Background: an optimization exercise with open tools, aiming at small area, a short achievable clock period and few clock cycles per item. Do not read the settings as production practice. RTL that was checked went through simulation tests only; none was proved equivalent to the original. For runs 1 to 4, only the layout was checked, not whether the RTL still works.

==> flow/design.v, too long to show whole: its modules and the start of the top module <==
// module hls_pipe_mul: 910 lines
// module hls_dot_kernel: 131 lines
module hls_dot_kernel (
  input  logic        clk,
  input  logic        reset,
  input  logic        start,
  input  logic [3:0]  len,
  input  logic        wr_en,
  input  logic        wr_sel,
  input  logic [2:0]  wr_addr,
  input  logic [31:0] wr_data,
  output logic        busy,
  output logic        finished,
  output logic [31:0] return_val
);
  // ...
==> flow/run.sh <==
#!/bin/bash
# synth_recipe.tcl (not shown) runs the flow's synth.tcl, then flattens the netlist and writes it again
# the make line also repeats each setting of config.mk as NAME=value (left out here)
make -C /OpenROAD-flow-scripts/flow DESIGN_CONFIG=/design/flow/config.mk WORK_HOME=/design/flow/orfs CLKGATE_MAP_FILE= SYNTH_SCRIPT=/design/flow/synth_recipe.tcl finish
==> flow/config.mk <==
export PLATFORM = sky130hd
export DESIGN_NAME = hls_dot_kernel
export DESIGN_NICKNAME = hls_dot_kernel
export VERILOG_FILES = /design/flow/design.v
export SDC_FILE = /design/flow/constraint.sdc
export NUM_CORES = 4
export LEC_CHECK = 0
export CAP_MARGIN = 20
export CORE_MARGIN = 2
export CORE_UTILIZATION = 40
export SETUP_SLACK_MARGIN = 4.6
export SLEW_MARGIN = 20
==> flow/constraint.sdc <==
create_clock -name core_clock -period 8.0 [get_ports {clk}]
set_input_delay 1.6000 -clock core_clock [delete_from_list [all_inputs] [get_ports {clk}]]
set_output_delay 1.6000 -clock core_clock [all_outputs]
set_load 0.01 [all_outputs]
==> impl_results.md, run 1 <==
- Synth warn: 2
- Register Area: 0.0213 mm2
- Crit path from: u_mul.r_s[38]$_DFF_P_
- Slowest CP cell: o211ai_1
- Global routing's busiest layer: met2
- Layout sequential cell count: roughly 800
- CP endpoint kind: flip-flop
- HP Class: reg -> reg
- GR Util met1: 30.8%
- Worst Clk Skew: 0.0352 ns
- Distinct cells, synth: 77
- CTS tree: done
- Crit path buffers/inverters: 2
- Non-clock buffer share: under 10%
- Starting density of the core: 40.3%
- Clk sink count: 779
- RR Endpoint: r_ret[29]$_DFFE_PP_
- Area-dominant class: sequential cells
- Most frequent cell on the critical path: fa_1
- Complex-gate fraction of the synthesized area: 8.67%
- Period utilisation layout: 48.0%
- Final-report hold violation count: 0
- Via count: about 26,000
- Yosys reg bits: 779
- GR Util All Layers: 23.5%
- RR Startpoint: u_mul.r_s[38]$_DFF_P_
- RSZ-0062 raised after global routing: true
- Clock buf/inv share: 5.87%
- Syn Nets: 3,259
- Met2 Track Usage GR: a little under two fifths
- Max Freq: 260 MHz
- Final-report setup violation count: 0
- Critical path class: reg -> reg
- Synth Area in Adders: 13.1%
- Max incr delay on CP: 0.57 ns
- Commonest cells after routing, fill and taps aside: edfxtp_1, a22oi_1, inv_1
- Status: timing/DRC/antenna clean
- Area share of the largest cell type after synthesis: roughly two fifths
==> module hls_dot_kernel, before the edit <==
module hls_dot_kernel (
  input  logic        clk,
  input  logic        reset,
  input  logic        start,
  input  logic [3:0]  len,
  input  logic        wr_en,
  input  logic        wr_sel,
  input  logic [2:0]  wr_addr,
  input  logic [31:0] wr_data,
  output logic        busy,
  output logic        finished,
  output logic [31:0] return_val
);
  logic [31:0] r_mem_x [8];
  logic [31:0] r_mem_y [8];
  logic        r_busy, r_fin;
  logic [31:0] r_ret;
  logic [7:0]  r_fl;
  logic        r_dirty;
  logic        r_pd_vld, r_pd_sel;
  logic [2:0]  r_pd_addr;
  logic        r_fb_run, r_fb_mark;
  logic [2:0]  r_fb_cnt, r_fb_last;
  logic [31:0] r_a, r_acc, w_b;
  logic [32:0] w_bx;
  logic [15:0] r_neg, r_one, r_two;
  logic        r_clr1, r_clr2;     
  logic        r_lat, r_zero;      
  logic        w_idle, w_acc_st, w_acc_wr, w_fast, w_zero;
  logic [3:0]  w_len_c;
  logic [7:0]  w_mask;
  logic        w_pd_issue, w_we, w_wsel, w_mark;
  logic [2:0]  w_waddr, w_raddr;
  logic [31:0] w_wdata, w_p;
  assign w_idle   = !r_busy;
  assign w_acc_st = start && !reset && w_idle;
  assign w_acc_wr = wr_en && !reset && w_idle;
  assign w_len_c  = (len > 4'd8) ? 4'd8 : len;
  assign w_mask   = 8'((9'd1 << w_len_c) - 9'd1);
  assign w_zero   = (w_len_c == 4'd0);
  assign w_fast   = w_zero || (!r_dirty && (r_fl == w_mask));
  assign w_pd_issue = r_pd_vld && (reset || !r_fb_run);
  assign w_we    = r_pd_vld ? (reset || !r_fb_run) : (w_acc_wr && !w_acc_st);
  assign w_wsel  = r_pd_vld ? r_pd_sel  : wr_sel;
  assign w_waddr = r_pd_vld ? r_pd_addr : wr_addr;
  assign w_wdata = r_pd_vld ? r_ret : wr_data;
  assign w_mark = (w_acc_st && w_fast) || r_fb_mark;
  always_ff @(posedge clk) begin
    if (w_we) begin
      if (w_wsel) r_mem_y[w_waddr] <= w_wdata;
      else        r_mem_x[w_waddr] <= w_wdata;
    end
  end
  assign w_raddr = r_fb_run ? r_fb_cnt : w_waddr;
  assign w_b = r_fb_run ? r_mem_y[r_fb_cnt] : ((w_we && w_wsel) ? w_wdata : 32'd0);
  assign w_bx = {w_b, 1'b0};
  always_ff @(posedge clk) begin
    r_a <= r_mem_x[w_raddr];
    for (int r = 0; r < 16; r++) begin
      r_neg[r] <= w_bx[2*r+2];
      r_one[r] <= w_bx[2*r+1] ^ w_bx[2*r];
      r_two[r] <= (w_bx[2*r+2] && !w_bx[2*r+1] && !w_bx[2*r]) ||
                  (!w_bx[2*r+2] && w_bx[2*r+1] && w_bx[2*r]);
    end
    r_clr1 <= w_mark || (r_fb_run && r_fb_cnt == 3'd0);
    r_clr2 <= r_clr1;
  end
  hls_pipe_mul u_mul (
    .clk  (clk),
    .i_a  (r_a),
    .i_neg(r_neg),
    .i_one(r_one),
    .i_two(r_two),
    .i_acc(r_clr2 ? 32'd0 : r_acc),
    .o_p  (w_p)
  );
  always_ff @(posedge clk) r_acc <= w_p;
  always_ff @(posedge clk) begin
    if (reset) begin
      r_busy    <= 1'b0;
      r_fin     <= 1'b0;
      r_lat     <= 1'b0;
      r_fb_run  <= 1'b0;
      r_fb_mark <= 1'b0;
      r_dirty   <= 1'b1;
      r_fl      <= 8'd0;
    end else begin
      r_lat     <= w_mark;
      r_zero    <= w_acc_st && w_zero;
      r_fb_mark <= r_fb_run && (r_fb_cnt == r_fb_last);
      if (w_acc_st) begin
        r_busy <= 1'b1;
        r_fin  <= 1'b0;
      end else if (r_lat) begin
        r_busy <= 1'b0;
        r_fin  <= 1'b1;
      end
      if (w_acc_st && !w_fast) begin
        r_fb_run  <= 1'b1;
        r_fb_last <= 3'(w_len_c - 4'd1);
        r_fb_cnt  <= 3'd0;
      end else if (r_fb_run) begin
        if (r_fb_cnt == r_fb_last) r_fb_run <= 1'b0;
        r_fb_cnt <= r_fb_cnt + 3'd1;
      end
      if (w_mark) begin
        r_dirty <= 1'b0;
        r_fl    <= (w_we && w_wsel) ? 8'(1 << w_waddr) : 8'd0;
      end else if (w_we) begin
        if (r_fl[w_waddr]) r_dirty <= 1'b1;
        if (w_wsel) r_fl[w_waddr] <= 1'b1;
      end
    end
  end
  always_ff @(posedge clk) begin
    if (r_lat)                       r_ret <= r_zero ? 32'd0 : w_p;
    else if (w_acc_st && w_acc_wr)   r_ret <= wr_data;
  end
  always_ff @(posedge clk) begin
    if (w_acc_st && w_acc_wr) begin
      r_pd_vld  <= 1'b1;
      r_pd_sel  <= wr_sel;
      r_pd_addr <= wr_addr;
    end else if (w_pd_issue) begin
      r_pd_vld  <= 1'b0;
    end
  end
  assign busy       = r_busy;
  assign finished   = r_fin;
  assign return_val = r_ret;
endmodule
==> inputs of run 2 (changes only) <==
--- a/flow/design.v
+++ b/flow/design.v
@@ -933,17 +933,16 @@
   logic        r_dirty;
-  logic        r_pd_vld, r_pd_sel;
-  logic [2:0]  r_pd_addr;
   logic        r_fb_run, r_fb_mark;
   logic [2:0]  r_fb_cnt, r_fb_last;
-  logic [31:0] r_a, r_acc, w_b;
-  logic [32:0] w_bx;
-  logic [15:0] r_neg, r_one, r_two;
-  logic        r_clr1, r_clr2;     
-  logic        r_lat, r_zero;      
-  logic        w_idle, w_acc_st, w_acc_wr, w_fast, w_zero;
+  logic        r_sh_vld;
+  logic [2:0]  r_sh_addr;
+  logic [31:0] r_a, r_acc;
+  logic [15:0] r_neg, r_one, r_two;    
+  logic        r_clr1, r_clr2;         
+  logic        r_lat;                  
+  logic        w_idle, w_acc_st, w_acc_wr, w_fast, w_fb_st, w_mark, w_mul_y;
   logic [3:0]  w_len_c;
   logic [7:0]  w_mask;
-  logic        w_pd_issue, w_we, w_wsel, w_mark;
-  logic [2:0]  w_waddr, w_raddr;
-  logic [31:0] w_wdata, w_p;
+  logic [2:0]  w_raddr;
+  logic [31:0] w_b, w_p;
+  logic [32:0] w_bx;
   assign w_idle   = !r_busy;
@@ -953,18 +952,15 @@
   assign w_mask   = 8'((9'd1 << w_len_c) - 9'd1);
-  assign w_zero   = (w_len_c == 4'd0);
-  assign w_fast   = w_zero || (!r_dirty && (r_fl == w_mask));
-  assign w_pd_issue = r_pd_vld && (reset || !r_fb_run);
-  assign w_we    = r_pd_vld ? (reset || !r_fb_run) : (w_acc_wr && !w_acc_st);
-  assign w_wsel  = r_pd_vld ? r_pd_sel  : wr_sel;
-  assign w_waddr = r_pd_vld ? r_pd_addr : wr_addr;
-  assign w_wdata = r_pd_vld ? r_ret : wr_data;
+  assign w_fast   = (w_len_c != 4'd0) && !r_dirty && (r_fl == w_mask);
+  assign w_fb_st  = w_acc_st && !w_fast;
   assign w_mark = (w_acc_st && w_fast) || r_fb_mark;
   always_ff @(posedge clk) begin
-    if (w_we) begin
-      if (w_wsel) r_mem_y[w_waddr] <= w_wdata;
-      else        r_mem_x[w_waddr] <= w_wdata;
+    if (w_acc_wr) begin
+      if (wr_sel) r_mem_y[wr_addr] <= wr_data;
+      else        r_mem_x[wr_addr] <= wr_data;
     end
   end
-  assign w_raddr = r_fb_run ? r_fb_cnt : w_waddr;
-  assign w_b = r_fb_run ? r_mem_y[r_fb_cnt] : ((w_we && w_wsel) ? w_wdata : 32'd0);
+  assign w_raddr = r_fb_run ? r_fb_cnt : wr_addr;
+  assign w_mul_y = r_fb_run ? !(r_sh_vld && r_sh_addr == r_fb_cnt)
+                            : (w_fb_st ? (w_acc_wr && {1'b0, wr_addr} < w_len_c) : 1'b0);
+  assign w_b  = w_mul_y ? r_mem_y[w_raddr] : ((w_acc_wr && wr_sel && !w_fb_st) ? wr_data : 32'd0);
   assign w_bx = {w_b, 1'b0};
@@ -978,3 +974,3 @@
     end
-    r_clr1 <= w_mark || (r_fb_run && r_fb_cnt == 3'd0);
+    r_clr1 <= w_mark || w_fb_st;
     r_clr2 <= r_clr1;
@@ -992,2 +988,5 @@
   always_ff @(posedge clk) begin
+    if (r_lat) r_ret <= w_p;
+  end
+  always_ff @(posedge clk) begin
     if (reset) begin
@@ -1002,4 +1001,2 @@
       r_lat     <= w_mark;
-      r_zero    <= w_acc_st && w_zero;
-      r_fb_mark <= r_fb_run && (r_fb_cnt == r_fb_last);
       if (w_acc_st) begin
@@ -1011,9 +1008,15 @@
       end
-      if (w_acc_st && !w_fast) begin
-        r_fb_run  <= 1'b1;
+      if (w_fb_st) begin
+        r_fb_run  <= (w_len_c != 4'd0);
+        r_fb_mark <= (w_len_c == 4'd0);
         r_fb_last <= 3'(w_len_c - 4'd1);
         r_fb_cnt  <= 3'd0;
-      end else if (r_fb_run) begin
-        if (r_fb_cnt == r_fb_last) r_fb_run <= 1'b0;
-        r_fb_cnt <= r_fb_cnt + 3'd1;
+        r_sh_vld  <= w_acc_wr;
+        r_sh_addr <= wr_addr;
+      end else begin
+        r_fb_mark <= r_fb_run && (r_fb_cnt == r_fb_last);
+        if (r_fb_run) begin
+          if (r_fb_cnt == r_fb_last) r_fb_run <= 1'b0;
+          r_fb_cnt <= r_fb_cnt + 3'd1;
+        end
       end
@@ -1021,21 +1024,8 @@
         r_dirty <= 1'b0;
-        r_fl    <= (w_we && w_wsel) ? 8'(1 << w_waddr) : 8'd0;
-      end else if (w_we) begin
-        if (r_fl[w_waddr]) r_dirty <= 1'b1;
-        if (w_wsel) r_fl[w_waddr] <= 1'b1;
+        r_fl    <= (w_acc_wr && wr_sel) ? 8'(1 << wr_addr) : 8'd0;
+      end else if (w_acc_wr) begin
+        if (r_fl[wr_addr]) r_dirty <= 1'b1;
+        if (wr_sel) r_fl[wr_addr] <= 1'b1;
       end
     end
-  end
-  always_ff @(posedge clk) begin
-    if (r_lat)                       r_ret <= r_zero ? 32'd0 : w_p;
-    else if (w_acc_st && w_acc_wr)   r_ret <= wr_data;
-  end
-  always_ff @(posedge clk) begin
-    if (w_acc_st && w_acc_wr) begin
-      r_pd_vld  <= 1'b1;
-      r_pd_sel  <= wr_sel;
-      r_pd_addr <= wr_addr;
-    end else if (w_pd_issue) begin
-      r_pd_vld  <= 1'b0;
-    end
   end
--- a/flow/config.mk
+++ b/flow/config.mk
@@ -10,3 +10,2 @@
 export CORE_UTILIZATION = 40
-export SETUP_SLACK_MARGIN = 4.6
 export SLEW_MARGIN = 20
==> run 2 against run 1 <==
  * Still clean
  * Final cell count fell by 9.6%
  * Critical path depth rose by 2
  * Area after synthesis fell by 2.3%
  * Utilization fell by 4.2 points
  * Critical path type is now in -> reg
  * Largest cell class unchanged
==> impl_results.md, run 2 <==
- FP Rows: 115 (was 116)
- Worst hold start: r_clr1$_DFF_P_ (unchanged)
- First-pass GRT wire length: 151 mm (was 178 mm)
- Post-synth top flop: edfxtp_1 (unchanged)
- Area post-placement: 0.0417 mm2 (was 0.0431 mm2)
- Remaining routing DRC violations: 0 (unchanged)
- WL met3: 6.07 mm (was 10.8 mm)
- Initial antenna violation count: 5 (was 7)
- Fin crit period: 5.25 ns (was 3.84 ns)
- Crit path DAT: 5.82 ns (was 4.25 ns)
- Num CTS Buffers: 82 (was 83)
- R2R Setup Slk: 3.74 ns (was 4.16 ns)
- Post-CTS Setup Inserts: 0 (was 123)
- Worst reg2reg path depth: 10 (was 12)
- Critical Path Fanout Max: 16 (was 4)
- CTS tree: done (unchanged)
- CP endpoint kind: flip-flop (unchanged)
- Period utilisation layout: 65.6% (was 48.0%)
- Top sig layer: met5 (unchanged)
- Syn Nets: 3,006 (was 3,259)
- Max Freq: 191 MHz (was 260 MHz)
- Vias in the first global route: 24,100 (was 27,200)
- Layout cell share with drive strength beyond 1: 15.0% (was 27.6%)
- Gr ovfl total: 0 (unchanged)
- Slew Limit Headroom: 18.9% (was 25.5%)
- WL per Instance: 24.1 um (was 27.4 um)
- Number of synthesized flops with an enable pin: 554 (was 555)
- WL met2: 46.9 mm (was 57.3 mm)
- Commonest non-fill, non-tap cell in the layout: edfxtp_1 (unchanged)
- Die width: 318 um (was 322 um)
- Most common cell in the netlist: edfxtp_1 (unchanged)
- Largest family of logic cells by synthesized area: adder cells (unchanged)
- Clk sink count: 774 (was 779)
- Worst hold endpoint: r_clr2$_DFF_P_ (unchanged)
- Pre-CTS setup slack: 2.15 ns (was 2.98 ns)
- Number of cells after detailed placement: 3,905 (was 4,162)
- Latest clock arrival within the worst-skew pair: 0.65 ns (was 0.67 ns)
- Synth Area in Adders: 13.5% (was 13.1%)
- Max Cap Viol: 0 (unchanged)
- RSZ-0062 raised after global routing: false (was true)
- Critical path class: in -> reg (was reg -> reg)
- Post_cts resized: 0 (was 282)
- Final Slew Violations: 0 (unchanged)
- Top cells by count, synth: edfxtp_1, a22oi_1, dfxtp_1 (was edfxtp_1, a22oi_1, inv_1)
- Die height: 318 um (was 322 um)
- Multiplexer share of the synthesized area: 9.92% (was 9.96%)
- IO Pins: 78 (unchanged)
- Clock Pin Slew Worst Setup and Hold Paths: 0.06 ns (about the same)
- First DRT Iteration DRCs: 1,959 (was 3,197)
- Routability cong.: 0.898 (was 0.862)
- Worst Setup Slack, final: 2.75 ns (was 4.16 ns)
- Syn avg cell area: 14.8 um2 (was 13.8 um2)
- Max Buffers Root-to-Sink: 3 (unchanged)
- Final wirelength: 98.0 mm (was 123 mm)
- Pre-Repair DR Iteration Count: 7 (was 8)
- Final std cells w/o fill: 4,061 (was 4,491)
- Via count: 22,400 (was 26,000)
- Worst path required time: 8.57 ns (was 8.41 ns)
- Crit path launch type: input pin (was flip-flop)
- Yosys top cell by area: edfxtp_1 (unchanged)
- Final-report setup violation count: 0 (unchanged)
- H-Tree Depth: 3 (unchanged)
- Starting density of the core: 40.2% (was 40.3%)
- Worst Clk Skew: 0.0231 ns (was 0.0352 ns)
- Hold_buf cts: 0 (unchanged)
- M1 WL: 41.9 mm (was 49.1 mm)
- Asr flop ratio synth: 0% (unchanged)
- Final-report hold violation count: 0 (unchanged)
- Area share of the largest cell type after synthesis: 42.2% (was 41.3%)
- Pin count of the biggest net entering global routing: 129 (was 65)
- DRT antenna net count: 0 (unchanged)
- Via-to-Cell Ratio: 5.51 (was 5.80)
- Status: timing/DRC/antenna clean (unchanged)
- RR Startpoint: r_two[5]$_DFF_P_ (was u_mul.r_s[38]$_DFF_P_)
- Design area: 0.0444 mm2 (was 0.0494 mm2)
- Dpl hpwl: 62.5 mm (was 75.0 mm)
- Layout Area Growth over Synthesis: 12.4% (was 22.4%)
- Mapped cell area: 0.0395 mm2 (was 0.0404 mm2)
- Synth Instances: 2,667 (was 2,922)
- Worst hold path depth: 0 (unchanged)
- Simple-Gate Fraction of Synth Area: 3.03% (was 3.76%)
- Die ar.: 0.101 mm2 (was 0.104 mm2)
- Std-Cell Core Area: 0.0981 mm2 (was 0.100 mm2)
- Complex-gate fraction of the synthesized area: 8.53% (was 8.67%)
- Slew @ Worst Pin: 1.21 ns (was 1.12 ns)
- Post-Synth XOR/XNOR Area: 7.99% (was 7.76%)
- Clk root buf: clkbuf_16 (unchanged)
- HP Class: reg -> reg (unchanged)
- Yosys reg bits: 774 (was 779)
- Nets@finish: 3,041 (was 3,459)
- Distinct cells, synth: 71 (was 77)
- RR Endpoint: u_mul.r_s[88]$_DFF_P_ (was r_ret[29]$_DFFE_PP_)
- GR Util All Layers: 19.5% (was 23.5%)
- PortBufs: 77 (unchanged)
- Largest regs: r_mem_x: 256 flops, r_mem_y: 256 flops, u_mul.r_s: 92 flops (unchanged)
- Synth area leaders: edfxtp_1, dfxtp_1, fa_1, mux4_2, a22oi_1 (unchanged)
- Commonest cells after routing, fill and taps aside: edfxtp_1, a22oi_1, fa_1 (was edfxtp_1, a22oi_1, inv_1)
- Synth warn: 2 (unchanged)
- Sum of negative setup slack: 0 ns (unchanged)
- Register area share after synthesis: 53.3% (was 52.4%)
-- run 2: cell types whose count changed after synthesis, moves of 12 or more --
cell | before | now
inv_1 | 258 | 181
nand2_1 | 112 | 47
mux2_2 | 94 | 41
mux2i_1 | 8 | 57
clkbuf_1 | 154 | 118
a22oi_1 | 285 | 256
nand2b_1 | 12 | 40
a22o_1 | 19 | 0
o21ai_0 | 39 | 20
xor2_1 | 134 | 150
xnor2_1 | 224 | 210
nand3_1 | 37 | 25
-- run 2: cell type report --
class | instances | area (um2)
clock buffers | 106 | 2230
well taps | 1287 | 1610
clock inverters | 47 | 418
multi-input cells | 1525 | 17100
diodes | 3 | 7.51
flip-flops and latches | 774 | 21000
fillers | 8617 | 53800
inverters | 183 | 687
repair buffers | 136 | 1240
-- run 2: per-layer routing --
layer,GRT usage [%],vias up
met5,0,-
met4,6.86,6
met3,3.16,193
met2,32.0,824
met1,26.3,11600
li1,-,9774
-- run 2: how the worst max path moves through the flow --
stage          slack, ns    from  cells after the start                      end
2_1_floorplan       3.33   reset                      7  r_mem_y[3][0]$_DFFE_PP_
3_3_place_gp        2.45  len[3]                     14        r_two[15]$_DFF_P_
3_5_place_dp        2.15  len[3]                     14        r_two[14]$_DFF_P_
4_1_cts             2.82  len[3]                     14        r_two[14]$_DFF_P_
5_1_grt             2.48  len[3]                     15        r_two[14]$_DFF_P_
6_report            2.75  len[3]                     14        r_two[14]$_DFF_P_
-- run 2: cells by family after synthesis --
logic type	Yosys count
compound gates	410
flops	774
mux	226
fa+ha+maj	295
simple gates	234
buf+inv	368
xor+xnor	360
-- run 2: stage by stage --
step | hold WS (ns) | utilization (%)
after floorplan | 0.310 | -
after global placement | 0.320 | 42.5
after detailed placement | 0.320 | 42.5
after CTS | 0.345 | 45.2
after global routing | 0.349 | 45.2
final | 0.339 | 45.2
-- run 2: critical path, stage by stage --
cell and delay (ns):
clkdlybuf4s50_1 0.75, nand2b_1 0.29, ha_1 0.35, nand2_1 0.15, ha_1 0.29, xnor2_1 0.27, xnor2_1 0.17, o22ai_1 0.10
and3_2 0.24, a21boi_4 0.49, buf_4 0.48, o22ai_2 0.22, nand2b_1 0.24, mux2i_1 0.15
==> inputs of run 3 (changes only) <==
--- a/flow/config.mk
+++ b/flow/config.mk
@@ -10,2 +10,3 @@
 export CORE_UTILIZATION = 40
+export SETUP_SLACK_MARGIN = 4.6
 export SLEW_MARGIN = 20
==> run 3 against run 2 <==
  * Final cell count increased by 2.9%
  * Clock skew is 0.0090 ns higher
  * Largest cell class unchanged
==> impl_results.md, run 3 <==
- Status: timing/DRC/antenna clean (unchanged)
- Final-report hold violation count: 0 (unchanged)
- Pre-Repair DR Iteration Count: 6 (was 7)
- Area post-placement: 0.0419 mm2 (was 0.0417 mm2)
- CTS tree: done (unchanged)
- Design area: 0.0475 mm2 (was 0.0444 mm2)
- Dpl hpwl: 62.2 mm (was 62.5 mm)
- Die ar.: 0.101 mm2 (unchanged)
- FP Rows: 115 (unchanged)
- IO Pins: 78 (unchanged)
- Fillers: 8,316 (was 8,617)
- Register Area: 0.0212 mm2 (was 0.0210 mm2)
- H-Tree Depth: 3 (unchanged)
- Area share of the largest cell type after synthesis: 42.2% (unchanged)
- Via count: 23,300 (was 22,400)
- Worst Clk Skew: 0.0321 ns (was 0.0231 ns)
- Area occupied by multi-input gates: 0.0182 mm2 (was 0.0171 mm2)
- Die width: 318 um (unchanged)
- CP cell instances: fa_1 -> inv_1 -> fa_1 -> inv_2 -> ha_4 -> o21a_1 -> o31ai_4 -> o211a_1 -> or4_4 -> buf_6 -> a31oi_4 -> nor2_2 -> xnor2_2 (was clkdlybuf4s50_1 -> nand2b_1 -> ha_1 -> nand2_1 -> ha_1 -> xnor2_1 -> xnor2_1 -> o22ai_1 -> and3_2 -> a21boi_4 -> buf_4 -> o22ai_2 -> nand2b_1 -> mux2i_1)
- Latest clock arrival within the worst-skew pair: 0.67 ns (was 0.65 ns)
- CP endpoint kind: flip-flop (unchanged)
- R2R Setup Slk: 4.39 ns (was 3.74 ns)
- Crit path launch type: flip-flop (was input pin)
- Most frequent cell on the critical path: fa_1
- Fin crit period: 3.61 ns (was 5.25 ns)
- Vias in the first global route: 24,600 (was 24,100)
- Via-to-Cell Ratio: 5.59 (was 5.51)
- Std-Cell Core Area: 0.0981 mm2 (unchanged)
- Initial antenna violation count: 5 (unchanged)
- Slowest CP cell: or4_4 (was clkdlybuf4s50_1)
- Worst hold start: r_clr1$_DFF_P_ (unchanged)
- Max Freq: 277 MHz (was 191 MHz)
- Max Cap Viol: 0 (unchanged)
- Most common cell in the netlist: edfxtp_1 (unchanged)
- Synth warn: 2 (unchanged)
- Commonest non-fill, non-tap cell in the layout: edfxtp_1 (unchanged)
- Crit path DAT: 4.01 ns (was 5.82 ns)
- Routability cong.: 0.891 (was 0.898)
- Largest regs: r_mem_x: 256 flops, r_mem_y: 256 flops, u_mul.r_s: 92 flops (unchanged)
- Worst path required time: 8.40 ns (was 8.57 ns)
- Crit path from: u_mul.r_s[8]$_DFF_P_ (was len[3])
- Pre-CTS setup slack: 2.36 ns (was 2.15 ns)
- Slew @ Worst Pin: 0.958 ns (was 1.21 ns)
- Top cells by count, synth: edfxtp_1, a22oi_1, dfxtp_1 (unchanged)
- Asr flop ratio synth: 0% (unchanged)
- Syn Nets: 3,006 (unchanged)
- Commonest cells after routing, fill and taps aside: edfxtp_1, a22oi_1, xnor2_1, fa_1, dfxtp_1 (was edfxtp_1, a22oi_1, fa_1)
- Synth Instances: 2,667 (unchanged)
- Worst Setup Slack, final: 4.39 ns (was 2.75 ns)
- Syn avg cell area: 14.8 um2 (unchanged)
- First-pass GRT wire length: 159 mm (was 151 mm)
- DRT antenna net count: 0 (unchanged)
- Yosys reg bits: 774 (unchanged)
- WL per Instance: 25.6 um (was 24.1 um)
- Max Buffers Root-to-Sink: 3 (unchanged)
- PortBufs: 77 (unchanged)
- Clk root buf: clkbuf_16 (unchanged)
- Pin count of the biggest net entering global routing: 115 (was 129)
- Die height: 318 um (unchanged)
- Post-synth top flop: edfxtp_1 (unchanged)
- Period utilisation layout: 45.1% (was 65.6%)
- Number of synthesized flops with an enable pin: 554 (unchanged)
- Critical Path Fanout Max: 5 (was 16)
- RSZ-0062 raised after global routing: true (was false)
- Slew Limit Headroom: 35.9% (was 18.9%)
- RR Startpoint: u_mul.r_s[8]$_DFF_P_ (was r_two[5]$_DFF_P_)
- Clock Pin Slew Worst Setup and Hold Paths: 0.06 ns (about the same)
- Num CTS Buffers: 82 (unchanged)
- Gr ovfl total: 0 (unchanged)
- Register area share after synthesis: 53.3% (unchanged)
- Max incr delay on CP: 0.54 ns (was 0.75 ns)
- Final-report setup violation count: 0 (unchanged)
- Remaining routing DRC violations: 0 (unchanged)
- Yosys top cell by area: edfxtp_1 (unchanged)
- Final Slew Violations: 0 (unchanged)
- Layout Area Growth over Synthesis: 20.4% (was 12.4%)
- Mapped cell area: 0.0395 mm2 (unchanged)
- Final wirelength: 107 mm (was 98.0 mm)
- Clk sink count: 774 (unchanged)
- HP Class: reg -> reg (unchanged)
- Hold_buf cts: 0 (unchanged)
- Starting density of the core: 40.2% (unchanged)
- Layout cell share with drive strength beyond 1: 25.4% (was 15.0%)
- Critical path class: reg -> reg (was in -> reg)
- Distinct cells, synth: 71 (unchanged)
- Sum of negative setup slack: 0 ns (unchanged)
- Nets@finish: 3,159 (was 3,041)
- First DRT Iteration DRCs: 2,178 (was 1,959)
- GR Util All Layers: 20.9% (was 19.5%)
- Synth area leaders: edfxtp_1, dfxtp_1, fa_1, mux4_2, a22oi_1 (unchanged)
[run 3: worst max-delay path, delay by kind of cell, from the launching register on]
kind                       cells  cell delay (ns)
and+or+nand+nor                2             0.61
buffers and inverters          3             0.24
adders and majority gates      3             1.30
AOI/OAI and AO/OA              4             0.74
DFF                            1             0.32
xor gates and xnor gates       1             0.14
[run 3: worst paths after layout]
path | end | depth (start not counted)
worst max-delay path | r_ret[27]$_DFFE_PP_ | 13
worst min-delay path | r_clr2$_DFF_P_ | 0
worst max register to register | r_ret[27]$_DFFE_PP_ | 13
worst min register to register | r_clr2$_DFF_P_ | 0
[run 3: cell type report]
cell class,instances,share of cell area (%)
multi-input combinational,1527,38.3
inverter,183,1.45
clock inverter,47,1.15
sequential,774,44.5
clock buffer,106,4.75
timing repair buffer,252,6.46
tap,1287,3.39
antenna,1,0.00527
[run 3: repair_timing]
| action | in CTS | in global routing |
|---|---|---|
| setup endpoints to repair | 675 | 417 |
| cloned | 14 | 3 |
| buffers inserted | 67 | 32 |
| gates resized for setup | 280 | 100 |
| pin swaps | 69 | 72 |
[run 3: through the flow]
stage	cells	utilization, %	hold slack, ns
6_report	4177	48.4	0.336
5_1_grt	4176	48.4	0.338
4_1_cts	4141	47.6	0.337
3_5_place_dp	3907	42.7	0.329
3_3_place_gp	3907	42.7	0.326
2_1_floorplan	2667	-	0.310
[run 3: kinds of logic after synthesis]
kind of cell | Yosys count | synth area share [%]
AO/OA/AOI/OAI | 410 | 8.53
XOR/XNOR | 360 | 7.99
adder cells (fa/ha/maj) | 295 | 13.5
buffers and inverters | 368 | 3.72
flip-flops | 774 | 53.3
multiplexers | 226 | 9.92
AND/OR/NAND/NOR | 234 | 3.03
[run 3: layer usage]
layer	GRT usage (%)	share of wire [%]	wire, um	vias up
met5	0	0.047	50	-
met4	7.29	3.5	3740	8
met3	3.85	6.7	7160	236
met2	35.1	49	52000	934
met1	27.4	41	44100	12100
li1	-	-	-	10000
==> inputs of run 4 (changes only) <==
--- a/flow/config.mk
+++ b/flow/config.mk
@@ -10,3 +10,3 @@
 export CORE_UTILIZATION = 40
-export SETUP_SLACK_MARGIN = 4.6
+export SETUP_SLACK_MARGIN = 5
 export SLEW_MARGIN = 20
==> run 4 against run 3 <==
  * Routed wire length increased by 1.3%
  * Count of clock-buffer cells in the layout increased by 11
  * Utilization increased by 1.1 points
  * Register-to-register slack about the same
  * Sequential share of layout area decreased by 0.98 points
==> impl_results.md, run 4 <==
- First DRT Iteration DRCs: 2,224 (was 2,178)
- Max Buffers Root-to-Sink: 3 (unchanged)
- Area post-placement: 0.0422 mm2 (was 0.0419 mm2)
- Finished Core Util: 49.6% (was 48.4%)
- Worst Clk Skew: 0.0282 ns (was 0.0321 ns)
- Syn avg cell area: 14.8 um2 (unchanged)
- Number of synthesized flops with an enable pin: 554 (unchanged)
- Asr flop ratio synth: 0% (unchanged)
- RR Startpoint: u_mul.r_s[8]$_DFF_P_ (unchanged)
- Via-to-Cell Ratio: 5.57 (was 5.59)
- Period utilisation layout: 45.3% (was 45.1%)
- First-pass GRT wire length: 161 mm (was 159 mm)
- Max incr delay on CP: 0.43 ns (was 0.54 ns)
- Max Freq: 276 MHz (was 277 MHz)
- Nets@finish: 3,208 (was 3,159)
- WL per Instance: 25.7 um (was 25.6 um)
- R2R Setup Slk: 4.39 ns (about the same)
- CP endpoint kind: flip-flop (unchanged)
- Mapped cell area: 0.0395 mm2 (unchanged)
- Vias in the first global route: 25,000 (was 24,600)
- Final Slew Violations: 0 (unchanged)
- Std-Cell Core Area: 0.0981 mm2 (unchanged)
- Register area share after synthesis: 53.3% (unchanged)
- Number of cells after detailed placement: 3,904 (was 3,907)
- Clk sink count: 774 (unchanged)
- Distinct cells, synth: 71 (unchanged)
- Critical path class: in -> reg (was reg -> reg)
- Synth warn: 2 (unchanged)
- Hold_buf cts: 0 (unchanged)
- Num CTS Buffers: 85 (was 82)
- Crit path DAT: 4.20 ns (was 4.01 ns)
- Crit path launch type: input pin (was flip-flop)
- Layout cell share with drive strength beyond 1: 30.2% (was 25.4%)
- Starting density of the core: 40.2% (unchanged)
- DRT antenna net count: 0 (unchanged)
- Top Family by Delay on Critical Path: compound AO/OA/AOI/OAI gates (was adder cells)
- CTS tree: done (unchanged)
- Crit path buffers/inverters: 5 (was 3)
- Design area: 0.0486 mm2 (was 0.0475 mm2)
- Pre-Repair DR Iteration Count: 6 (unchanged)
- Commonest non-fill, non-tap cell in the layout: edfxtp_1 (unchanged)
- RSZ-0062 raised after global routing: true (unchanged)
- Most frequent cell on the critical path: buf_12 (was fa_1)
- Final-report hold violation count: 0 (unchanged)
- Worst hold endpoint: r_clr2$_DFF_P_ (unchanged)
- Final wirelength: 109 mm (was 107 mm)
- Latest clock arrival within the worst-skew pair: 0.67 ns (about the same)
- Slew Limit Headroom: 39.8% (was 35.9%)
- Final-report setup violation count: 0 (unchanged)
- Worst Setup Slack, final: 4.37 ns (was 4.39 ns)
- Fin crit period: 3.63 ns (was 3.61 ns)
- Layout Area Growth over Synthesis: 23.3% (was 20.4%)
- HP Class: reg -> reg (unchanged)
- Remaining routing DRC violations: 0 (unchanged)
- Die width: 318 um (unchanged)
- Most common cell in the netlist: edfxtp_1 (unchanged)
- Via count: 23,600 (was 23,300)
- Initial antenna violation count: 2 (was 5)
- Synth Instances: 2,667 (unchanged)
- Gr ovfl total: 0 (unchanged)
- Final std cells w/o fill: 4,229 (was 4,177)
- RR Endpoint: r_ret[29]$_DFFE_PP_ (was r_ret[27]$_DFFE_PP_)
- Pre-CTS setup slack: 2.48 ns (was 2.36 ns)
- Clk root buf: clkbuf_16 (unchanged)
- Largest regs: r_mem_x: 256 flops, r_mem_y: 256 flops, u_mul.r_s: 92 flops (unchanged)
- Worst path required time: 8.58 ns (was 8.40 ns)
- FP Rows: 115 (unchanged)
- Synth area leaders: edfxtp_1, dfxtp_1, fa_1, mux4_2, a22oi_1 (unchanged)
- Pin count of the biggest net entering global routing: 129 (was 115)
- Area share of the largest cell type after synthesis: 42.2% (unchanged)
- Max Cap Viol: 0 (unchanged)
- GR Util All Layers: 21.2% (was 20.9%)
- H-Tree Depth: 3 (unchanged)
- Clock Pin Slew Worst Setup and Hold Paths: 0.06 ns (about the same)
- Top cells by count, synth: edfxtp_1, a22oi_1, dfxtp_1 (unchanged)
- Worst hold start: r_clr1$_DFF_P_ (unchanged)
- CP cell instances: buf_6 -> nor2b_4 -> inv_4 -> ha_4 -> nand2_4 -> ha_4 -> xnor2_2 -> xnor2_1 -> o22ai_1 -> and3_4 -> buf_12 -> a311o_2 -> buf_12 -> buf_12 -> o2bb2ai_4 -> mux2i_1 (was fa_1 -> inv_1 -> fa_1 -> inv_2 -> ha_4 -> o21a_1 -> o31ai_4 -> o211a_1 -> or4_4 -> buf_6 -> a31oi_4 -> nor2_2 -> xnor2_2)
- Yosys reg bits: 774 (unchanged)
- Die ar.: 0.101 mm2 (unchanged)
- Post-synth top flop: edfxtp_1 (unchanged)
- Dpl hpwl: 62.2 mm (about the same)
- Slew @ Worst Pin: 0.903 ns (was 0.958 ns)
- Critical Path Fanout Max: 5 (unchanged)
- Die height: 318 um (unchanged)
- Routability cong.: 0.848 (was 0.891)
- Worst reg2reg path depth: 12 (was 13)
- Commonest cells after routing, fill and taps aside: edfxtp_1, a22oi_1, xnor2_1 (was edfxtp_1, a22oi_1, xnor2_1, fa_1, dfxtp_1)
- Hold Slack: 0.340 ns (was 0.336 ns)
- Slowest CP cell: a311o_2 (was or4_4)
- Sum of negative setup slack: 0 ns (unchanged)
- Status: timing/DRC/antenna clean (unchanged)
- IO Pins: 78 (unchanged)
- Syn Nets: 3,006 (unchanged)
- Worst hold path depth: 0 (unchanged)
- PortBufs: 77 (unchanged)
- Yosys top cell by area: edfxtp_1 (unchanged)
-- run 4: changes by cell type in the layout (fill, tap and decap cells not counted), sizes merged --
cell,delta
clkdlybuf4s50,-34
clkinv,-7
clkbuf,+13
inv,-5
buf,+47
clkinvlp,+8
bufbuf,-1
bufinv,-1
dlygate4sd2,+33
a311o,+1
dlymetal6s2s,-1
a21boi,-1
-- run 4: cells by family (layout without fill, tap and decap cells) --
logic type / count (synthesis) / after routing / share of synthesized area (%)
buffers and inverters: 368 / 640 / 3.72
DFF: 774 / 774 / 53.3
adders and majority gates: 295 / 295 / 13.5
and+or+nand+nor: 234 / 234 / 3.03
muxes: 226 / 226 / 9.92
AOI/OAI and AO/OA: 410 / 412 / 8.53
other: 0 / 1 / 0
xor gates and xnor gates: 360 / 360 / 7.99
-- run 4: cell type report --
type	instances	area, um2
Clock buffer	117	2380
Inverter	183	691
Antenna cell	1	2.50
Timing Repair Buffer	298	3700
Clock inverter	42	510
Tap cell	1287	1610
Fill cell	8251	49500
Sequential cell	774	21200
Multi-Input combinational cell	1527	18600
-- run 4: repair_timing --
item / CTS / global route
hold endpoints to repair: 0 / 0
pin swaps: 122 / 74
resized for setup: 456 / 92
setup buffers: 105 / 38
cloned: 17 / 5
endpoints found under the setup margin: 735 / 574
-- run 4: per-layer routing --
| metal | wire (um) | share of wire [%] | track usage [%] | vias up |
|---|---|---|---|---|
| met5 | 11 | 0.010 | 0 | - |
| met4 | 3980 | 3.7 | 7.78 | 2 |
| met3 | 7060 | 6.5 | 3.34 | 224 |
| met2 | 52400 | 48 | 35.6 | 962 |
| met1 | 45000 | 41 | 27.9 | 12300 |
| li1 | - | - | - | 10100 |
-- run 4: worst register-to-register path: stages, from the launching register on --
cell     delay (ns)
dfxtp_2        0.32
fa_1           0.52
inv_1          0.05
fa_1           0.49
inv_2          0.05
ha_4           0.29
o21a_1         0.16
o31ai_4        0.11
o211a_1        0.30
or4_4          0.55
and2_4         0.19
o31ai_4        0.22
xor2_2         0.12
-- run 4: worst max-delay path by stage --
stage | from | endpoint | slack [ns] | depth (start not counted)
2_1_floorplan | len[3] | r_two[10]$_DFF_P_ | 4.04 | 12
3_3_place_gp | len[3] | r_two[15]$_DFF_P_ | 2.59 | 13
3_5_place_dp | len[3] | r_two[14]$_DFF_P_ | 2.48 | 12
4_1_cts | u_mul.r_s[8]$_DFF_P_ | r_ret[29]$_DFFE_PP_ | 4.35 | 12
5_1_grt | len[0] | r_two[1]$_DFF_P_ | 4.28 | 16
6_report | len[0] | r_two[4]$_DFF_P_ | 4.37 | 16
==> inputs of run 5 (changes only) <==
--- a/flow/design.v
+++ b/flow/design.v
@@ -952,3 +952,3 @@
   assign w_mask   = 8'((9'd1 << w_len_c) - 9'd1);
-  assign w_fast   = (w_len_c != 4'd0) && !r_dirty && (r_fl == w_mask);
+  assign w_fast   = (w_len_c != 4'd0) && !r_dirty && (r_fl == w_mask) && !wr_en;
   assign w_fb_st  = w_acc_st && !w_fast;
@@ -963,4 +963,4 @@
   assign w_mul_y = r_fb_run ? !(r_sh_vld && r_sh_addr == r_fb_cnt)
-                            : (w_fb_st ? (w_acc_wr && {1'b0, wr_addr} < w_len_c) : 1'b0);
-  assign w_b  = w_mul_y ? r_mem_y[w_raddr] : ((w_acc_wr && wr_sel && !w_fb_st) ? wr_data : 32'd0);
+                            : (w_acc_st && w_acc_wr && {1'b0, wr_addr} < w_len_c);
+  assign w_b  = w_mul_y ? r_mem_y[w_raddr] : ((w_acc_wr && wr_sel && !w_acc_st) ? wr_data : 32'd0);
   assign w_bx = {w_b, 1'b0};
@@ -974,3 +974,3 @@
     end
-    r_clr1 <= w_mark || w_fb_st;
+    r_clr1 <= w_acc_st || r_fb_mark;
     r_clr2 <= r_clr1;
@@ -1008,5 +1008,5 @@
       end
-      if (w_fb_st) begin
-        r_fb_run  <= (w_len_c != 4'd0);
-        r_fb_mark <= (w_len_c == 4'd0);
+      if (w_acc_st) begin
+        r_fb_run  <= !w_fast && (w_len_c != 4'd0);
+        r_fb_mark <= !w_fast && (w_len_c == 4'd0);
         r_fb_last <= 3'(w_len_c - 4'd1);
@@ -1022,5 +1022,5 @@
       end
-      if (w_mark) begin
+      if (w_acc_st) begin
         r_dirty <= 1'b0;
-        r_fl    <= (w_acc_wr && wr_sel) ? 8'(1 << wr_addr) : 8'd0;
+        r_fl    <= 8'd0;
       end else if (w_acc_wr) begin
--- a/flow/config.mk
+++ b/flow/config.mk
@@ -7,2 +7,3 @@
 export LEC_CHECK = 0
+export ABC_CLOCK_PERIOD_IN_PS = 3500
 export CAP_MARGIN = 20
@@ -10,3 +11,3 @@
 export CORE_UTILIZATION = 40
-export SETUP_SLACK_MARGIN = 5
+export SETUP_SLACK_MARGIN = 4.6
 export SLEW_MARGIN = 20
==> run 5 against run 4 <==
  * Still clean
  * Worst setup slack gained 0.091 ns
  * Sequential share of layout area up 1.7 points
  * Die area shrank 0.15%
==> impl_results.md, run 5 <==
- Status: timing/DRC/antenna clean (unchanged)
- Final wirelength: 106 mm (was 109 mm)
- Worst Clk Skew: 0.0564 ns (was 0.0282 ns)
- RSZ-0062 raised after global routing: true (unchanged)
- IO Pins: 78 (unchanged)
- Vias in the first global route: 24,500 (was 25,000)
- GR Util All Layers: 20.6% (was 21.2%)
- Dpl hpwl: 60.9 mm (was 62.2 mm)
- Top cells by count, synth: edfxtp_1, a22oi_1, inv_1 (was edfxtp_1, a22oi_1, dfxtp_1)
- Via-to-Cell Ratio: 5.51 (was 5.57)
- Slew @ Worst Pin: 1.05 ns (was 0.903 ns)
- Via count: 23,400 (was 23,600)
- Pin count of the biggest net entering global routing: 56 (was 129)
- Area post-placement: 0.0416 mm2 (was 0.0422 mm2)
- Finished Core Util: 47.8% (was 49.6%)
- Design area: 0.0469 mm2 (was 0.0486 mm2)
- CP cell instances: inv_2 -> fa_2 -> inv_2 -> fa_1 -> ha_4 -> nand2_4 -> or3_4 -> o21ai_4 -> nor2_4 -> a2111oi_4 -> buf_4 -> buf_6 -> nor2_4 -> o311ai_4 (was buf_6 -> nor2b_4 -> inv_4 -> ha_4 -> nand2_4 -> ha_4 -> xnor2_2 -> xnor2_1 -> o22ai_1 -> and3_4 -> buf_12 -> a311o_2 -> buf_12 -> buf_12 -> o2bb2ai_4 -> mux2i_1)
- FP Rows: 115 (unchanged)
- Largest regs: r_mem_x: 256 flops, r_mem_y: 256 flops, u_mul.r_s: 92 flops (unchanged)
- Crit path DAT: 3.95 ns (was 4.20 ns)
- Die height: 318 um (about the same)
- Commonest cells after routing, fill and taps aside: edfxtp_1, a22oi_1, inv_1 (was edfxtp_1, a22oi_1, xnor2_1)
- Max incr delay on CP: 0.56 ns (was 0.43 ns)
- Max Buffers Root-to-Sink: 3 (unchanged)
- Sum of negative setup slack: 0 ns (unchanged)
- Routability cong.: 0.883 (was 0.848)
- Worst path required time: 8.42 ns (was 8.58 ns)
- Register area share after synthesis: 53.4% (was 53.3%)
- HP Class: reg -> reg (unchanged)
- Nets@finish: 3,206 (was 3,208)
- H-Tree Depth: 3 (unchanged)
- Mapped cell area: 0.0394 mm2 (was 0.0395 mm2)
- Die ar.: 0.101 mm2 (about the same)
- Remaining routing DRC violations: 0 (unchanged)
- DRT antenna net count: 0 (unchanged)
- Starting density of the core: 40.2% (about the same)
- Number of cells after detailed placement: 3,975 (was 3,904)
- First-pass GRT wire length: 157 mm (was 161 mm)
- Asr flop ratio synth: 0% (unchanged)
- Crit path buffers/inverters: 4 (was 5)
- Period utilisation layout: 44.2% (was 45.3%)
- Critical path class: reg -> reg (was in -> reg)
- Std-Cell Core Area: 0.0980 mm2 (was 0.0981 mm2)
- Worst Setup Slack, final: 4.46 ns (was 4.37 ns)
- Synth warn: 2 (unchanged)
- Die width: 318 um (about the same)
- Yosys reg bits: 774 (unchanged)
- Clk sink count: 774 (unchanged)
- CTS tree: done (unchanged)
- Pre-CTS setup slack: 3.02 ns (was 2.48 ns)
- Slew Limit Headroom: 29.2% (was 39.8%)
- R2R Setup Slk: 4.46 ns (was 4.39 ns)
- Final-report hold violation count: 0 (unchanged)
- Layout cell share with drive strength beyond 1: 24.7% (was 30.2%)
- Synth area leaders: edfxtp_1, dfxtp_1, fa_1, mux4_2, a22oi_1 (unchanged)
- Slowest CP cell: fa_2 (was a311o_2)
- Synth Instances: 2,753 (was 2,667)
- Hold_buf cts: 0 (unchanged)
- Gr ovfl total: 0 (unchanged)
- Syn Nets: 3,083 (was 3,006)
- CP endpoint kind: flip-flop (unchanged)
- Hold Slack: 0.338 ns (was 0.340 ns)
- Pre-Repair DR Iteration Count: 6 (unchanged)
- Area share of the largest cell type after synthesis: 42.2% (about the same)
- Syn avg cell area: 14.3 um2 (was 14.8 um2)
- WL per Instance: 25.0 um (was 25.7 um)
- Initial antenna violation count: 1 (was 2)
- Max Cap Viol: 0 (unchanged)
- PortBufs: 77 (unchanged)
- Clock Pin Slew Worst Setup and Hold Paths: 0.06 ns (about the same)
- Num CTS Buffers: 84 (was 85)
- Critical Path Fanout Max: 4 (was 5)
- Final-report setup violation count: 0 (unchanged)
- Distinct cells, synth: 69 (was 71)
- Crit path launch type: flip-flop (was input pin)
- First DRT Iteration DRCs: 2,332 (was 2,224)
- Final std cells w/o fill: 4,235 (was 4,229)
- Clk root buf: clkbuf_16 (unchanged)
- Layout Area Growth over Synthesis: 19.0% (was 23.3%)
- Final Slew Violations: 0 (unchanged)
- Commonest non-fill, non-tap cell in the layout: edfxtp_1 (unchanged)
- Number of synthesized flops with an enable pin: 554 (unchanged)
- Latest clock arrival within the worst-skew pair: 0.67 ns (about the same)
- Top Family by Delay on Critical Path: adder cells (was compound AO/OA/AOI/OAI gates)
- Post-synth top flop: edfxtp_1 (unchanged)
- Yosys top cell by area: edfxtp_1 (unchanged)
- Most common cell in the netlist: edfxtp_1 (unchanged)
- Fin crit period: 3.54 ns (was 3.63 ns)
- Max Freq: 283 MHz (was 276 MHz)
[run 5: cell count changes after synthesis, sizes merged, moves of 16 or more]
cell,change
a21oi,+16
nand2,+22
o21ai,+41
inv,+44
mux2i,-18
[run 5: metal layers]
| metal | GRT usage [%] | up-vias | routed length [um] |
|---|---|---|---|
| met2 | 34.6 | 949 | 51800 |
| met4 | 7.23 | 0 | 3570 |
| met3 | 3.07 | 222 | 7100 |
| met5 | 0 | - | 0 |
| met1 | 27.5 | 12000 | 43500 |
| li1 | - | 10200 | - |
[run 5: cell families (layout without fill, tap and decap cells)]
logic type | count (synthesis) | in the layout | share of synthesized area (%)
compound gates | 426 | 427 | 7.82
flops | 774 | 774 | 53.4
mux | 207 | 207 | 9.58
simple gates | 279 | 279 | 3.53
buf+inv | 424 | 617 | 4.50
xor+xnor | 357 | 357 | 7.94
fa+ha+maj | 286 | 286 | 13.2
other cells | 0 | 1 | 0
[run 5: area by class of cell]
class                      instances  area, um2
clock inverter                    40        404
multi-input combinational       1556      17700
inverter                         226        852
fill                            8310      51100
sequential                       774      21200
antenna                            1       2.50
clock buffer                     117       2340
timing repair buffer             234       2770
tap                             1287       1610
[run 5: repair_timing]
action | CTS | global route
endpoints found under the setup margin | 550 | 491
setup buffers | 61 | 23
resized for setup | 277 | 108
pin swaps | 58 | 57
cloned | 15 | 3
[run 5: path summary, 6_finish.rpt]
| kind | from | end | depth (start not counted) |
|---|---|---|---|
| max | u_mul.r_s[25]$_DFF_P_ | r_ret[31]$_DFFE_PP_ | 14 |
| min | r_clr1$_DFF_P_ | r_clr2$_DFF_P_ | 0 |
| max reg2reg | u_mul.r_s[25]$_DFF_P_ | r_ret[31]$_DFFE_PP_ | 14 |
| min reg2reg | r_clr1$_DFF_P_ | r_clr2$_DFF_P_ | 0 |
[run 5: worst register-to-register path, stage by stage, from the launching register on]
cell	delay (ns)
dfxtp_2	0.32
inv_2	0.04
fa_2	0.56
inv_2	0.04
fa_1	0.49
ha_4	0.32
nand2_4	0.06
or3_4	0.40
o21ai_4	0.11
nor2_4	0.09
a2111oi_4	0.29
buf_4	0.19
buf_6	0.11
nor2_4	0.04
o311ai_4	0.28
Testbench counts of run 5, summed over its fixed seeds: cycles 4,726, items 384.
==> inputs of run 6 (changes only) <==
--- a/flow/config.mk
+++ b/flow/config.mk
@@ -7,3 +7,2 @@
 export LEC_CHECK = 0
-export ABC_CLOCK_PERIOD_IN_PS = 3500
 export CAP_MARGIN = 20
==> run 6 against run 5 <==
  * Still clean
  * Maximum frequency is the same
  * First-iteration DRC count did not move
  * Synthesized cell count unchanged
  * Largest cell class unchanged
  * Highest routed layer unchanged
==> impl_results.md, run 6 <==
- Status: timing/DRC/antenna clean (unchanged)
- Yosys top cell by area: edfxtp_1 (unchanged)
- Clock Pin Slew Worst Setup and Hold Paths: 0.06 ns (about the same)
- Synth area leaders: edfxtp_1, dfxtp_1, fa_1, mux4_2, a22oi_1 (unchanged)
- Slew @ Worst Pin: 1.05 ns (unchanged)
- Distinct cells, synth: 69 (unchanged)
- Commonest cells after routing, fill and taps aside: edfxtp_1, a22oi_1, inv_1 (unchanged)
- Syn avg cell area: 14.3 um2 (unchanged)
- Worst Setup Slack, final: 4.46 ns (unchanged)
- Final-report setup violation count: 0 (unchanged)
- PortBufs: 77 (unchanged)
- HP Class: reg -> reg (unchanged)
- Pin count of the biggest net entering global routing: 56 (unchanged)
- Commonest non-fill, non-tap cell in the layout: edfxtp_1 (unchanged)
- FP Rows: 115 (unchanged)
- H-Tree Depth: 3 (unchanged)
- GR Util All Layers: 20.6% (unchanged)
- Period utilisation layout: 44.2% (unchanged)
- Max Cap Viol: 0 (unchanged)
- Via count: 23,400 (unchanged)
- Clk root buf: clkbuf_16 (unchanged)
- Most common cell in the netlist: edfxtp_1 (unchanged)
- Synth warn: 2 (unchanged)
- Top cells by count, synth: edfxtp_1, a22oi_1, inv_1 (unchanged)
- Starting density of the core: 40.2% (unchanged)
- Latest clock arrival within the worst-skew pair: 0.67 ns (about the same)
- WL per Instance: 25.0 um (unchanged)
- Yosys reg bits: 774 (unchanged)
- Die ar.: 0.101 mm2 (unchanged)
- Layout Area Growth over Synthesis: 19.0% (unchanged)
- Crit path launch type: flip-flop (unchanged)
- IO Pins: 78 (unchanged)
- Fin crit period: 3.54 ns (unchanged)
- Max Buffers Root-to-Sink: 3 (unchanged)
- Pre-Repair DR Iteration Count: 6 (unchanged)
- Critical Path Fanout Max: 4 (unchanged)
- Area occupied by multi-input gates: 0.0177 mm2 (unchanged)
- Nets@finish: 3,206 (unchanged)
- Hold_buf cts: 0 (unchanged)
- Largest regs: r_mem_x: 256 flops, r_mem_y: 256 flops, u_mul.r_s: 92 flops (unchanged)
- Worst path required time: 8.42 ns (about the same)
- Gr ovfl total: 0 (unchanged)
- Clk sink count: 774 (unchanged)
- First-pass GRT wire length: 157 mm (unchanged)
- First DRT Iteration DRCs: 2,332 (unchanged)
- Dpl hpwl: 60.9 mm (unchanged)
- Top sig layer: met4 (unchanged)
- DRT antenna net count: 0 (unchanged)
- Worst Clk Skew: 0.0564 ns (unchanged)
- Number of cells after detailed placement: 3,975 (unchanged)
- Final std cells w/o fill: 4,235 (unchanged)
- Number of synthesized flops with an enable pin: 554 (unchanged)
- Vias in the first global route: 24,500 (unchanged)
- Pre-CTS setup slack: 3.02 ns (unchanged)
- Post-synth top flop: edfxtp_1 (unchanged)
- Critical path class: reg -> reg (unchanged)
- Layout cell share with drive strength beyond 1: 24.7% (unchanged)
- Asr flop ratio synth: 0% (unchanged)
- Syn Nets: 3,083 (unchanged)
- Register area share after synthesis: 53.4% (unchanged)
- Crit path DAT: 3.95 ns (about the same)
- RSZ-0062 raised after global routing: true (unchanged)
- Die width: 318 um (unchanged)
- CP endpoint kind: flip-flop (unchanged)
- Fillers: 8,310 (unchanged)
- Die height: 318 um (unchanged)
- Mapped cell area: 0.0394 mm2 (unchanged)
- Slew Limit Headroom: 29.2% (unchanged)
- Hold Slack: 0.338 ns (unchanged)
- WL met3: 7.10 mm (unchanged)
- Final Slew Violations: 0 (unchanged)
- Synth Instances: 2,753 (unchanged)
- Final-report hold violation count: 0 (unchanged)
- Final wirelength: 106 mm (unchanged)
- WL met2: 51.8 mm (unchanged)
- Max Freq: 283 MHz (unchanged)
- Via-to-Cell Ratio: 5.51 (unchanged)
- Initial antenna violation count: 1 (unchanged)
- M1 WL: 43.5 mm (unchanged)
- Sum of negative setup slack: 0 ns (unchanged)
- Std-Cell Core Area: 0.0980 mm2 (unchanged)
- Num CTS Buffers: 84 (unchanged)
- Area share of the largest cell type after synthesis: 42.2% (unchanged)
- Remaining routing DRC violations: 0 (unchanged)
- CTS tree: done (unchanged)
- Routability cong.: 0.883 (unchanged)
- Register Area: 0.0212 mm2 (unchanged)
-- run 6: cell counts after synthesis --
Identical to the previous run, type by type.
-- run 6: worst paths after layout --
check	startpoint	to	slack, ns	cells after the start
max reg2reg	u_mul.r_s[25]$_DFF_P_	r_ret[31]$_DFFE_PP_	4.46	14
min	r_clr1$_DFF_P_	r_clr2$_DFF_P_	0.34	0
min reg2reg	r_clr1$_DFF_P_	r_clr2$_DFF_P_	0.34	0
max	u_mul.r_s[25]$_DFF_P_	r_ret[31]$_DFFE_PP_	4.46	14
-- run 6: layer usage --
layer,track usage (%),up-vias
met1,27.5,12000
li1,-,10200
met5,0,-
met2,34.6,949
met3,3.07,222
met4,7.23,0
-- run 6: layout make-up --
cell class | instances | share of cell area [%]
diodes | 1 | 0.00534
clock buffers | 117 | 4.99
clock inverters | 40 | 0.862
inverters | 226 | 1.82
multi-input cells | 1556 | 37.8
flip-flops and latches | 774 | 45.2
well taps | 1287 | 3.44
repair buffers | 234 | 5.90
-- run 6: worst max-delay path, stage by stage, from the launching register on --
cell and delay [ns]:
dfxtp_2 0.32, inv_2 0.03, fa_2 0.56, inv_2 0.04, fa_1 0.49, ha_4 0.31, nand2_4 0.06, or3_4 0.40
o21ai_4 0.11, nor2_4 0.09, a2111oi_4 0.29, buf_4 0.19, buf_6 0.10, nor2_4 0.04, o311ai_4 0.28
-- run 6: what timing repair did --
| item | 4_1_cts | 5_1_grt |
|---|---|---|
| endpoints found under the hold margin | 0 | 0 |
| endpoints found under the setup margin | 550 | 491 |
| buffers inserted | 61 | 23 |
| pin swaps | 58 | 57 |
| cloned | 15 | 3 |
| gates resized for setup | 277 | 108 |
-- run 6: kinds of logic after synthesis --
logic type,after synthesis,synth area share (%)
AOI/OAI and AO/OA,426,7.82
xor gates and xnor gates,357,7.94
adders and majority gates,286,13.2
buffers and inverters,424,4.50
DFF,774,53.4
muxes,207,9.58
and+or+nand+nor,279,3.53
-- run 6: stage by stage --
step	cell area (um2)	util [%]
2_1_floorplan	39700	-
3_3_place_gp	41600	42.4
3_5_place_dp	41600	42.4
4_1_cts	46300	47.3
5_1_grt	46900	47.8
6_report	46900	47.8
==> inputs of run 7 (changes only) <==
==> flow/flow/run.sh (new file) <==
#!/bin/bash
# The standard layout (the standard.sh, synthesis unchanged), except that
# buffer_ports buffers the ports with buf_4 cells instead of the delay buffer
# it picks by itself. make's whole output goes to flow_make.log; ORFS keeps
# each step's log under orfs/logs/.
set -euo pipefail
bash standard.sh "BUFFER_PORTS_ARGS=-buffer_cell sky130_fd_sc_hd__buf_4" finish > flow_make.log 2>&1
==> flow/standard.sh (new file) <==
#!/bin/bash
# synth_recipe.tcl (not shown) runs the flow's synth.tcl, then flattens the netlist and writes it again
# the make line also repeats each setting of config.mk as NAME=value (left out here)
make -C /OpenROAD-flow-scripts/flow DESIGN_CONFIG=/design/flow/config.mk WORK_HOME=/design/flow/orfs CLKGATE_MAP_FILE= SYNTH_SCRIPT=/design/flow/synth_recipe.tcl "${@:-finish}"
removed: flow/run.sh
==> run 7 against run 6 <==
  * Maximum frequency down 0.59%
  * Final area decreased by 2.2%
  * Critical path depth grew 1
  * Largest cell class unchanged
==> impl_results.md, run 7 <==
- CP cell instances: inv_1 -> fa_2 -> inv_2 -> fa_1 -> ha_4 -> buf_4 -> buf_6 -> a21oi_4 -> o211ai_1 -> a21boi_1 -> o31ai_2 -> buf_4 -> a21oi_4 -> a211oi_2 -> xor2_1 (was inv_2 -> fa_2 -> inv_2 -> fa_1 -> ha_4 -> nand2_4 -> or3_4 -> o21ai_4 -> nor2_4 -> a2111oi_4 -> buf_4 -> buf_6 -> nor2_4 -> o311ai_4)
- Die ar.: 0.101 mm2 (unchanged)
- Max incr delay on CP: 0.55 ns (was 0.56 ns)
- WL per Instance: 24.1 um (was 25.0 um)
- Post-synth top flop: edfxtp_1 (unchanged)
- Dpl hpwl: 61.6 mm (was 60.9 mm)
- Post-Synth XOR/XNOR Area: 7.94% (unchanged)
- RR Endpoint: r_ret[28]$_DFFE_PP_ (was r_ret[31]$_DFFE_PP_)
- Clk sink count: 774 (unchanged)
- Design area: 0.0458 mm2 (was 0.0469 mm2)
- WL met2: 49.7 mm (was 51.8 mm)
- Critical Path Fanout Max: 4 (unchanged)
- Most common cell in the netlist: edfxtp_1 (unchanged)
- GR Util All Layers: 19.8% (was 20.6%)
- Latest clock arrival within the worst-skew pair: 0.66 ns (was 0.67 ns)
- Remaining routing DRC violations: 0 (unchanged)
- Worst Clk Skew: 0.0534 ns (was 0.0564 ns)
- PortBufs: 77 (unchanged)
- Via count: 23,200 (was 23,400)
- Worst hold start: r_clr1$_DFF_P_ (unchanged)
- Fin crit period: 3.56 ns (was 3.54 ns)
- Clock Pin Slew Worst Setup and Hold Paths: 0.06 ns (about the same)
- Synth warn: 2 (unchanged)
- Complex-gate fraction of the synthesized area: 7.82% (unchanged)
- WL met3: 5.73 mm (was 7.10 mm)
- Die width: 318 um (unchanged)
- M1 WL: 42.5 mm (was 43.5 mm)
- Status: timing/DRC/antenna clean (unchanged)
- First-pass GRT wire length: 153 mm (was 157 mm)
- Synth area leaders: edfxtp_1, dfxtp_1, fa_1, mux4_2, a22oi_1 (unchanged)
- Yosys top cell by area: edfxtp_1 (unchanged)
- Starting density of the core: 40.2% (unchanged)
- First DRT Iteration DRCs: 2,061 (was 2,332)
- Crit path buffers/inverters: 5 (was 4)
- Slew @ Worst Pin: 0.879 ns (was 1.05 ns)
- Syn avg cell area: 14.3 um2 (unchanged)
- Pre-Repair DR Iteration Count: 5 (was 6)
- IO Pins: 78 (unchanged)
- Synth Instances: 2,753 (unchanged)
- Worst path required time: 8.37 ns (was 8.42 ns)
- Clk root buf: clkbuf_16 (unchanged)
- Top sig layer: met4 (unchanged)
- Yosys reg bits: 774 (unchanged)
- Synth Area in Adders: 13.2% (unchanged)
- Sum of negative setup slack: 0 ns (unchanged)
- Top Family by Delay on Critical Path: adder cells (unchanged)
- Nets@finish: 3,177 (was 3,206)
- Critical path class: reg -> reg (unchanged)
- Num CTS Buffers: 84 (unchanged)
==> run 7: how the worst max path moves through the flow <==
stage	cells past startpoint	start	slack, ns	to
after detailed placement	9	wr_addr[2]	3.50	r_two[14]$_DFF_P_
after global routing	15	u_mul.r_s[24]$_DFF_P_	4.33	r_ret[28]$_DFFE_PP_
after floorplan	6	reset	4.46	r_mem_y[3][0]$_DFFE_PP_
after global placement	11	r_clr2$_DFF_P_	3.48	r_ret[30]$_DFFE_PP_
final	15	u_mul.r_s[23]$_DFF_P_	4.44	r_ret[28]$_DFFE_PP_
after CTS	12	u_mul.r_s[25]$_DFF_P_	4.38	r_ret[25]$_DFFE_PP_
==> run 7: metal layers <==
layer	track usage, %	vias to the layer above
li1	-	10100
met1	26.1	12100
met2	33.3	781
met3	3.13	194
met4	6.91	0
met5	0	-
==> run 7: through the flow <==
step	std cells	hold slack (ns)	util, %	setup slack (ns)
2_1_floorplan	2753	0.310	-	4.46
3_3_place_gp	3968	0.319	42.2	3.48
3_5_place_dp	3968	0.314	42.2	3.50
4_1_cts	4188	0.325	46.4	4.38
5_1_grt	4204	0.329	46.8	4.33
6_report	4204	0.323	46.8	4.44
==> run 7: what timing repair did <==
| action | 4_1_cts | 5_1_grt |
|---|---|---|
| setup endpoints to repair | 112 | 59 |
| gates cloned | 6 | 2 |
| gates resized for setup | 191 | 70 |
| hold buffers | 0 | 0 |
| pin swaps | 53 | 46 |
| buffers inserted | 58 | 14 |
==> run 7: cells by family after synthesis <==
group | Yosys count
adder cells (fa/ha/maj) | 286
XOR/XNOR | 357
AO/OA/AOI/OAI | 426
flip-flops | 774
AND/OR/NAND/NOR | 279
buffers and inverters | 424
multiplexers | 207
==> run 7: worst reg2reg max path, cell delays in order (launching register included) <==
cell and delay (ns):
dfxtp_1 0.33, inv_1 0.06, fa_2 0.55, inv_2 0.05, fa_1 0.54, ha_4 0.22, buf_4 0.13, buf_6 0.12
a21oi_4 0.16, o211ai_1 0.13, a21boi_1 0.23, o31ai_2 0.09, buf_4 0.17, a21oi_4 0.22, a211oi_2 0.12, xor2_1 0.16
==> run 7: layout make-up <==
type	instances	area (um2)
clock buffers	118	2360
clock inverters	38	442
fillers	8330	52100
inverters	226	852
multi-input cells	1555	17400
flip-flops and latches	774	21200
well taps	1287	1610
repair buffers	206	1990

==> re-timing with driven ports <==
Ports are ideal in the flow. The routed layouts listed here were re-timed in OpenROAD. Step 1: set_driving_cell puts a clkbuf_16 on clk and a buf_2 on each other input, an assumption about the parent block. Step 2 adds t to the input delays and takes it off the output delays; t is the mean of the earliest and latest rising clock arrival at the registers after step 1. Input paths then give back, and output paths get back, about the clock's delay inside the block. Slacks: ideal ports / drivers / drivers and shift; pairs: ideal ports / drivers.
run	t, ns	slack for setup (ns)	hold slack, ns	worst setup path at the end	worst slew at a driven data input, ns
run 1	0.721	4.160 / 4.160 / 3.948	0.370 / 0.370 / 0.370	input to register	0.10
run 2	0.708	2.755 / 2.799 / 2.092	0.339 / 0.339 / 0.339	input to register	0.10
run 3	0.718	4.393 / 4.393 / 3.689	0.336 / 0.336 / 0.336	input to register	0.11
run 4	0.728	4.373 / 4.390 / 3.664	0.340 / 0.340 / 0.340	input to register	0.11
run 5	0.710	4.464 / 4.464 / 4.050	0.338 / 0.338 / 0.338	input to register	0.07
run 6	0.710	4.464 / 4.464 / 4.050	0.338 / 0.338 / 0.338	input to register	0.07
run 7	0.706	4.443 / 4.443 / 3.981	0.323 / 0.323 / 0.323	input to register	0.07
After both steps setup and hold are still met in every run listed. For run 4, which loses most, drivers alone change the setup slack by +0.017 ns; drivers and shift together by -0.709 ns.
